Context: an optimization exercise on an open-source flow, tuned for small area and a short achievable clock period. The choices shown serve that exercise and are no tape-out recipe.
Only simulation tests tie the RTL to the original design; equivalence was not proved.

$ cat flow/run.sh
#!/bin/bash
# synth_recipe.tcl (not shown) runs the flow's synth.tcl, then flattens the netlist and writes it again
# the make line also repeats each setting of config.mk as NAME=value (left out here)
make -C /OpenROAD-flow-scripts/flow DESIGN_CONFIG=/design/flow/config.mk WORK_HOME=/design/flow/orfs CLKGATE_MAP_FILE= SYNTH_SCRIPT=/design/flow/synth_recipe.tcl finish
$ cat flow/constraint.sdc
create_clock -name core_clock -period 10.0 [get_ports {clk}]
set_input_delay 2.0000 -clock core_clock [delete_from_list [all_inputs] [get_ports {clk}]]
set_output_delay 2.0000 -clock core_clock [all_outputs]
set_load 0.01 [all_outputs]
$ cat flow/config.mk
export PLATFORM = sky130hd
export DESIGN_NAME = vxe_fma_top
export DESIGN_NICKNAME = vxe_fma_top
export VERILOG_FILES = /design/flow/design.v
export SDC_FILE = /design/flow/constraint.sdc
export NUM_CORES = 4
export LEC_CHECK = 0
export CAP_MARGIN = 20
export CORE_MARGIN = 2
export CORE_UTILIZATION = 40
export SLEW_MARGIN = 20
$ cat flow/design.v
`default_nettype none
package vxe_pkg;
  localparam int FRAC_BITS = 16;
  localparam int MUL_LAT = 2;
  localparam int FMA_LAT = 5;
  typedef logic signed [31:0] fix_t;
  typedef logic signed [63:0] prod_t;
  typedef logic signed [48:0] wide_t;
  typedef logic [3:0] tag_t;
  localparam fix_t FIX_MAX = {1'b0, {31{1'b1}}};
  localparam fix_t FIX_MIN = {1'b1, {31{1'b0}}};
endpackage
`default_nettype wire
`timescale 1ns/1ps
`default_nettype none
module vxe_pipe #(
  parameter int DATA_WIDTH = 32,
  parameter int NSTAGES    = 1
) (
  input  wire logic                  clk,
  input  wire logic                  nrst,
  output      logic                  o_busy,
  input  wire logic [DATA_WIDTH-1:0] i_data,
  input  wire logic                  i_vld,
  output      logic [DATA_WIDTH-1:0] o_data,
  output      logic                  o_vld
);
  logic [DATA_WIDTH-1:0] stages [NSTAGES];
  logic [NSTAGES-1:0]    vld;
  logic                  pipe_en;
  logic                  shift;
  logic                  en_next;
  assign shift = pipe_en | i_vld;
  always_comb
  begin
    en_next = i_vld;
    for (int s = 1; s < NSTAGES; s++)
    begin
      en_next = en_next | vld[s];
    end
  end
  always_ff @(posedge clk or negedge nrst)
  begin
    if (!nrst)
    begin
      vld     <= '0;
      pipe_en <= 1'b0;
    end
    else if (shift)
    begin
      vld[NSTAGES-1] <= i_vld;
      for (int s = 1; s < NSTAGES; s++)
      begin
        vld[s-1] <= vld[s];
      end
      pipe_en <= en_next;
    end
  end
  always_ff @(posedge clk)
  begin
    if (shift)
    begin
      stages[NSTAGES-1] <= i_data;
      for (int s = 1; s < NSTAGES; s++)
      begin
        stages[s-1] <= stages[s];
      end
    end
  end
  assign o_data = stages[0];
  assign o_vld  = vld[0];
  assign o_busy = pipe_en;
endmodule
`default_nettype wire
`timescale 1ns/1ps
`default_nettype none
module vxe_mul_pipe (
  input  wire logic          clk,
  input  wire logic          nrst,
  input  wire logic          i_vld,
  input  wire vxe_pkg::fix_t i_a,
  input  wire vxe_pkg::fix_t i_x,
  output      logic          o_vld,
  output vxe_pkg::prod_t     o_prod,
  output      logic          o_busy
);
  vxe_pkg::fix_t  a_q;
  vxe_pkg::fix_t  x_q;
  logic           in_vld;
  vxe_pkg::prod_t prod;
  logic           pipe_busy;
  always_ff @(posedge clk or negedge nrst)
  begin
    if (!nrst)
    begin
      in_vld <= 1'b0;
    end
    else
    begin
      in_vld <= i_vld;
    end
  end
  always_ff @(posedge clk)
  begin
    if (i_vld)
    begin
      a_q <= i_a;
      x_q <= i_x;
    end
  end
  assign prod = vxe_pkg::prod_t'(a_q) * vxe_pkg::prod_t'(x_q);
  vxe_pipe #(
    .DATA_WIDTH (64),
    .NSTAGES    (vxe_pkg::MUL_LAT)
  ) u_prod_pipe (
    .clk    (clk),
    .nrst   (nrst),
    .o_busy (pipe_busy),
    .i_data (prod),
    .i_vld  (in_vld),
    .o_data (o_prod),
    .o_vld  (o_vld)
  );
  assign o_busy = in_vld | pipe_busy;
endmodule
`default_nettype wire
`timescale 1ns/1ps
`default_nettype none
module vxe_fma_datapath (
  input  wire logic          clk,
  input  wire logic          nrst,
  input  wire logic          i_vld,
  input  wire vxe_pkg::fix_t i_a,
  input  wire vxe_pkg::fix_t i_x,
  input  wire vxe_pkg::fix_t i_b,
  input  wire vxe_pkg::tag_t i_tag,
  output      logic          o_res_vld,
  output vxe_pkg::wide_t     o_res_sum,
  output vxe_pkg::tag_t      o_res_tag,
  output      logic          o_res_busy
);
  localparam int ADD_W = 4 + 32;
  logic             mul_vld;
  vxe_pkg::prod_t   mul_prod;
  logic             mul_busy;
  logic [ADD_W-1:0] add_data;
  logic             add_vld;
  logic             add_busy;
  vxe_pkg::fix_t    add_b;
  vxe_pkg::tag_t    add_tag;
  vxe_pkg::prod_t   prod_sh;
  vxe_pkg::wide_t   sum_d;
  vxe_pkg::wide_t   sum_q;
  vxe_pkg::tag_t    tag_q;
  logic             sum_vld;
  vxe_mul_pipe u_mul (
    .clk    (clk),
    .nrst   (nrst),
    .i_vld  (i_vld),
    .i_a    (i_a),
    .i_x    (i_x),
    .o_vld  (mul_vld),
    .o_prod (mul_prod),
    .o_busy (mul_busy)
  );
  vxe_pipe #(
    .DATA_WIDTH (ADD_W),
    .NSTAGES    (3)
  ) u_add_pipe (
    .clk    (clk),
    .nrst   (nrst),
    .o_busy (add_busy),
    .i_data ({i_tag, i_b}),
    .i_vld  (i_vld),
    .o_data (add_data),
    .o_vld  (add_vld)
  );
  assign add_tag = add_data[ADD_W-1 -: 4];
  assign add_b   = add_data[32-1:0];
  assign prod_sh = mul_prod >>> vxe_pkg::FRAC_BITS;
  assign sum_d = vxe_pkg::wide_t'(prod_sh) + vxe_pkg::wide_t'(add_b);
  always_ff @(posedge clk or negedge nrst)
  begin
    if (!nrst)
    begin
      sum_vld <= 1'b0;
    end
    else
    begin
      sum_vld <= mul_vld & add_vld;
    end
  end
  always_ff @(posedge clk)
  begin
    if (mul_vld)
    begin
      sum_q <= sum_d;
      tag_q <= add_tag;
    end
  end
  assign o_res_vld  = sum_vld;
  assign o_res_sum  = sum_q;
  assign o_res_tag  = tag_q;
  assign o_res_busy = mul_busy | add_busy | sum_vld;
endmodule
`default_nettype wire
`timescale 1ns/1ps
`default_nettype none
module vxe_result_sat (
  input  wire logic      clk,
  input  wire logic      nrst,
  input  wire logic      i_res_vld,
  input  wire vxe_pkg::wide_t i_res_sum,
  input  wire vxe_pkg::tag_t  i_res_tag,
  input  wire logic      i_res_busy,
  output      logic      o_vld,
  output vxe_pkg::fix_t  o_res,
  output      logic      o_ovf,
  output vxe_pkg::tag_t  o_tag,
  output      logic      o_busy
);
  logic          over_hi;
  logic          over_lo;
  vxe_pkg::fix_t sat_res;
  assign over_hi = i_res_sum > vxe_pkg::wide_t'(vxe_pkg::FIX_MAX);
  assign over_lo = i_res_sum < vxe_pkg::wide_t'(vxe_pkg::FIX_MIN);
  always_comb
  begin
    if (over_hi)
    begin
      sat_res = vxe_pkg::FIX_MAX;
    end
    else if (over_lo)
    begin
      sat_res = vxe_pkg::FIX_MIN;
    end
    else
    begin
      sat_res = vxe_pkg::fix_t'(i_res_sum);
    end
  end
  always_ff @(posedge clk or negedge nrst)
  begin
    if (!nrst)
    begin
      o_vld <= 1'b0;
    end
    else
    begin
      o_vld <= i_res_vld;
    end
  end
  always_ff @(posedge clk)
  begin
    if (i_res_vld)
    begin
      o_res <= sat_res;
      o_ovf <= over_hi | over_lo;
      o_tag <= i_res_tag;
    end
  end
  assign o_busy = i_res_busy | o_vld;
endmodule
`default_nettype wire
`timescale 1ns/1ps
`default_nettype none
module vxe_fma_top (
  input  wire logic          clk,
  input  wire logic          nrst,
  input  wire logic          i_vld,
  input  wire vxe_pkg::fix_t i_a,
  input  wire vxe_pkg::fix_t i_x,
  input  wire vxe_pkg::fix_t i_b,
  input  wire vxe_pkg::tag_t i_tag,
  output      logic          o_vld,
  output vxe_pkg::fix_t      o_res,
  output      logic          o_ovf,
  output vxe_pkg::tag_t      o_tag,
  output      logic          o_busy
);
  logic           res_vld;
  vxe_pkg::wide_t res_sum;
  vxe_pkg::tag_t  res_tag;
  logic           res_busy;
  vxe_fma_datapath u_datapath (
    .clk   (clk),
    .nrst  (nrst),
    .i_vld (i_vld),
    .i_a   (i_a),
    .i_x   (i_x),
    .i_b   (i_b),
    .i_tag (i_tag),
    .o_res_vld  (res_vld),
    .o_res_sum  (res_sum),
    .o_res_tag  (res_tag),
    .o_res_busy (res_busy)
  );
  vxe_result_sat u_sat (
    .clk    (clk),
    .nrst   (nrst),
    .i_res_vld  (res_vld),
    .i_res_sum  (res_sum),
    .i_res_tag  (res_tag),
    .i_res_busy (res_busy),
    .o_vld  (o_vld),
    .o_res  (o_res),
    .o_ovf  (o_ovf),
    .o_tag  (o_tag),
    .o_busy (o_busy)
  );
endmodule
`default_nettype wire
==> reports/results.ini <==
[clock_tree]
path_clk_slew_ns = 0.08
cts_buffers = 46
cts_root_buf = clkbuf_16
post_cts_buffers = 0
cts_hold_buf = 0
clockBufferDepth = 3
cts_resized = 0
tritoncts = yes
htreeDepth = 2
cts_sinks = 368
clock_latency_ns = 0.67

[grt]
overflow = 0
grt.total_usage = 0.1998
antenna_found_initial = 8
grt_first_pass_wirelength_um = 195300
grt_max_degree = 62
grt_pass1_vias = 34110

[outcome]
status = timing/DRC/antenna clean

[drt]
vias_per_cell = 4.932
wirelength_um = 121600
wire_per_inst_um = 19.21
first_pass_iters = 6
antenna_left = 0
drt-initial-drc-count = 1775
num_vias = 31230
drc_errors = 0

[sta]
max-slew-margin-rel = 0.2831
worst_slack_ns = 1.199
rsz0062_at_grt = false
setup_tns_ns = 0
hold_viol = 0
clock.fmax_mhz = 113.6
fin_crit_ns = 8.801
fin_crit_sh = 0.8801
finalSetupViolations = 0
tightest_slew_ns = 1.075
slew_violations = 0
finClkSkew_ns = 0.06661

[layout]
drive_above_1_share = 0.04199
utilization = 0.4418
area_growth_pct = 9.968
multi_input_area_um2 = 34110
final_cell_mix = fa_1 (1082), inv_1 (964), nand2_1 (543), and2_1 (515), edfxtp_1 (358)
final_common_cell = fa_1
fillCellCount = 11640
fin_nets = 6068
seq_area_um2 = 11000
final_area_um2 = 54480

[hold_path]
holdPathStages = 0
hp-class = register to register

[placed_design]
place_ws_ns = 0.9892
finalWeightedCongestion = 0.8775
dp_hpwl_um = 100000
placed_area_um2 = 52820
io_buffers = 141

[setup_path]
criticalPathCategory = register to register
crit_family = adder cells
r2r_cells = 25
crit_cells = 25
cp.required_ns = 10.37
path_max_fanout = 24
crit_buf_inv = 5
cp_slowest_cell = edfxtp_1
critPathLaunchType = register
crit_path_max_incr_delay_ns = 1.07
critPathCaptureType = register
crit_arrival_ns = 9.18
crit_top_cell = fa_1

[yosys]
ys_ff_latch = 368
async_reset_ff_frac = 0.02717
yosysTopAreaCellShare = 0.4372
synth_area_um2 = 49540
synth-edff-count = 358
synth_fp_nets = 6013
synth_flop_cell = edfxtp_1
ys_warn_count = 7
syn_area_per_cell_um2 = 10.77
synth_cells = 4600
ys_seq_area_frac = 0.2220
synth_cell_types = 72
yosys-top-cells-area = fa_1 (44%), edfxtp_1 (22%), inv_1 (7.3%)
yosys.area.top_type = fa_1

[floorplanning]
rows = 129
die_area_um2 = 126700
die_x_um = 355.9
ios = 142
core_area_um2 = 123300
start_util = 0.4018
die_y_um = 355.9

[run]
maxCapViolCount = 0

-- through the flow --
step | hold WS, ns | instances
after CTS | 0.3812 | 6326
after detailed placement | 0.4045 | 6241
after global routing | 0.3793 | 6330
after global placement | 0.4002 | 6241
final | 0.3809 | 6331
after floorplan | 0.4003 | 4600
-- synthesized netlist by cell type (all sizes together) (3+ instances only) --
cell and count:
o21ai 49, and2 515, o21a 10, dfrtp 10, o22ai 4, fa 1082
nor3 12, nor4 7, xor2 30, a221oi 4, a211oi 10, a21boi 4
xnor2 75, a41oi 4, and4 7, edfxtp 358, nor2b 12, a21o 58
a311oi 3, nand3 28, nor2 141, o31ai 4, nand4 23, or2 5
nand2 543, o311ai 3, or3 6, clkbuf 218, o21bai 18, a221o 3
mux2 3, a31o 5, inv 965, nand2b 16, ha 228, and3 9
o211ai 8, a21oi 87, a31oi 8, o31a 3
-- per-layer routing --
layer / GRT usage / part of all wire / vias up
li1: - / - / 13960
met1: 0.2758 / 0.44 / 16120
met2: 0.3110 / 0.45 / 980
met3: 0.05373 / 0.085 / 159
met4: 0.05519 / 0.026 / 10
met5: 0 / 0.00047 / -
-- worst reg2reg max path: stages (launching register included) --
cell and delay [ns]:
edfxtp_1 1.07, nand2_1 0.24, fa_1 0.48, fa_1 0.49, inv_1 0.12, fa_1 0.58
fa_1 0.51, inv_1 0.43, fa_1 0.61, inv_1 0.05, fa_1 0.52, inv_1 0.05
fa_1 0.47, inv_1 0.05, fa_1 0.46, ha_1 0.39, a21oi_1 0.17, o21ai_0 0.12
a2111o_1 0.38, a31o_2 0.25, a21oi_1 0.28, o22ai_1 0.13, o21bai_1 0.21, nor4_1 0.19
nor3_1 0.11, xnor2_1 0.13
-- sequential cells by signal, indices dropped and copies added, names as in the netlist --
| signal | count |
|---|---|
| u_datapath.u_mul.a_q | 32 |
| u_sat.o_tag | 4 |
| u_datapath.u_mul.u_prod_pipe.stages | 96 |
| u_datapath.u_mul.u_prod_pipe.vld | 2 |
| u_sat.o_res | 32 |
| u_datapath.u_mul.x_q | 32 |
| u_datapath.u_add_pipe.vld | 3 |
| u_datapath.sum_q | 49 |
| u_datapath.tag_q | 4 |
| u_datapath.u_add_pipe.stages | 108 |
| u_datapath.u_mul.in_vld | 1 |
| u_sat.o_ovf | 1 |
| u_datapath.sum_vld | 1 |
| u_datapath.u_add_pipe.pipe_en | 1 |
| u_datapath.u_mul.u_prod_pipe.pipe_en | 1 |
| u_sat.o_vld | 1 |
-- path summary, 6_finish.rpt --
kind	start	endpoint	slack [ns]
hold reg to reg	u_datapath.u_add_pipe.stages[2][4]	u_datapath.u_add_pipe.stages[1][4]	0.38
hold / removal	u_datapath.u_add_pipe.stages[2][4]	u_datapath.u_add_pipe.stages[1][4]	0.38
setup reg to reg	u_datapath.u_mul.x_q[9]	u_datapath.u_mul.u_prod_pipe.stages[1][63]	1.20
min in group asynchronous	nrst	u_datapath.u_mul.u_prod_pipe.vld[1]	1.70
max in group asynchronous	nrst	u_datapath.u_mul.u_prod_pipe.vld[0]	7.95
setup / recovery	u_datapath.u_mul.x_q[9]	u_datapath.u_mul.u_prod_pipe.stages[1][63]	1.20
-- cells by family after synthesis --
family                     after synthesis  share of synthesized area
AOI/OAI and AO/OA                      299                    0.04086
xor gates and xnor gates               105                    0.01856
adders and majority gates             1310                     0.4948
buffers and inverters                 1184                    0.08973
DFF                                    368                     0.2220
muxes                                    3                  0.0006818
and+or+nand+nor                       1331                     0.1333
-- area by class of cell --
class / count / area share
antenna: 2 / 0.00009186
inverter: 965 / 0.06653
timing repair buffer: 226 / 0.03815
sequential: 368 / 0.2019
multi-input combinational: 3048 / 0.6261
clock buffer: 53 / 0.02257
clock inverter: 32 / 0.007050
tap: 1637 / 0.03759

==> separate check: timing with driven ports <==
No port has a modelled driver above. Below, the same layout with a new extraction and two added sets of constraints. Step 1 assumes that a clkbuf_16 drives the clock port and a buf_2 every other input. Step 2 times the ports against the registers' clock, not the clock port: input delays grow and output delays shrink by t, the midpoint of the rising clock arrivals with the driver on. Three values: ideal ports, drivers, drivers and shift; two values: the first two.
shift t [ns]: 0.708
setup slack, ns: 1.199 / 1.199 / 1.199
worst register clock-pin slew, ns: 0.08 / 0.08
worst slew at a driven data input, ns: 0.10
After both steps this run still meets setup and hold. The setup slack of this run moves by 0.000 ns with the drivers and by 0.000 ns with both steps.
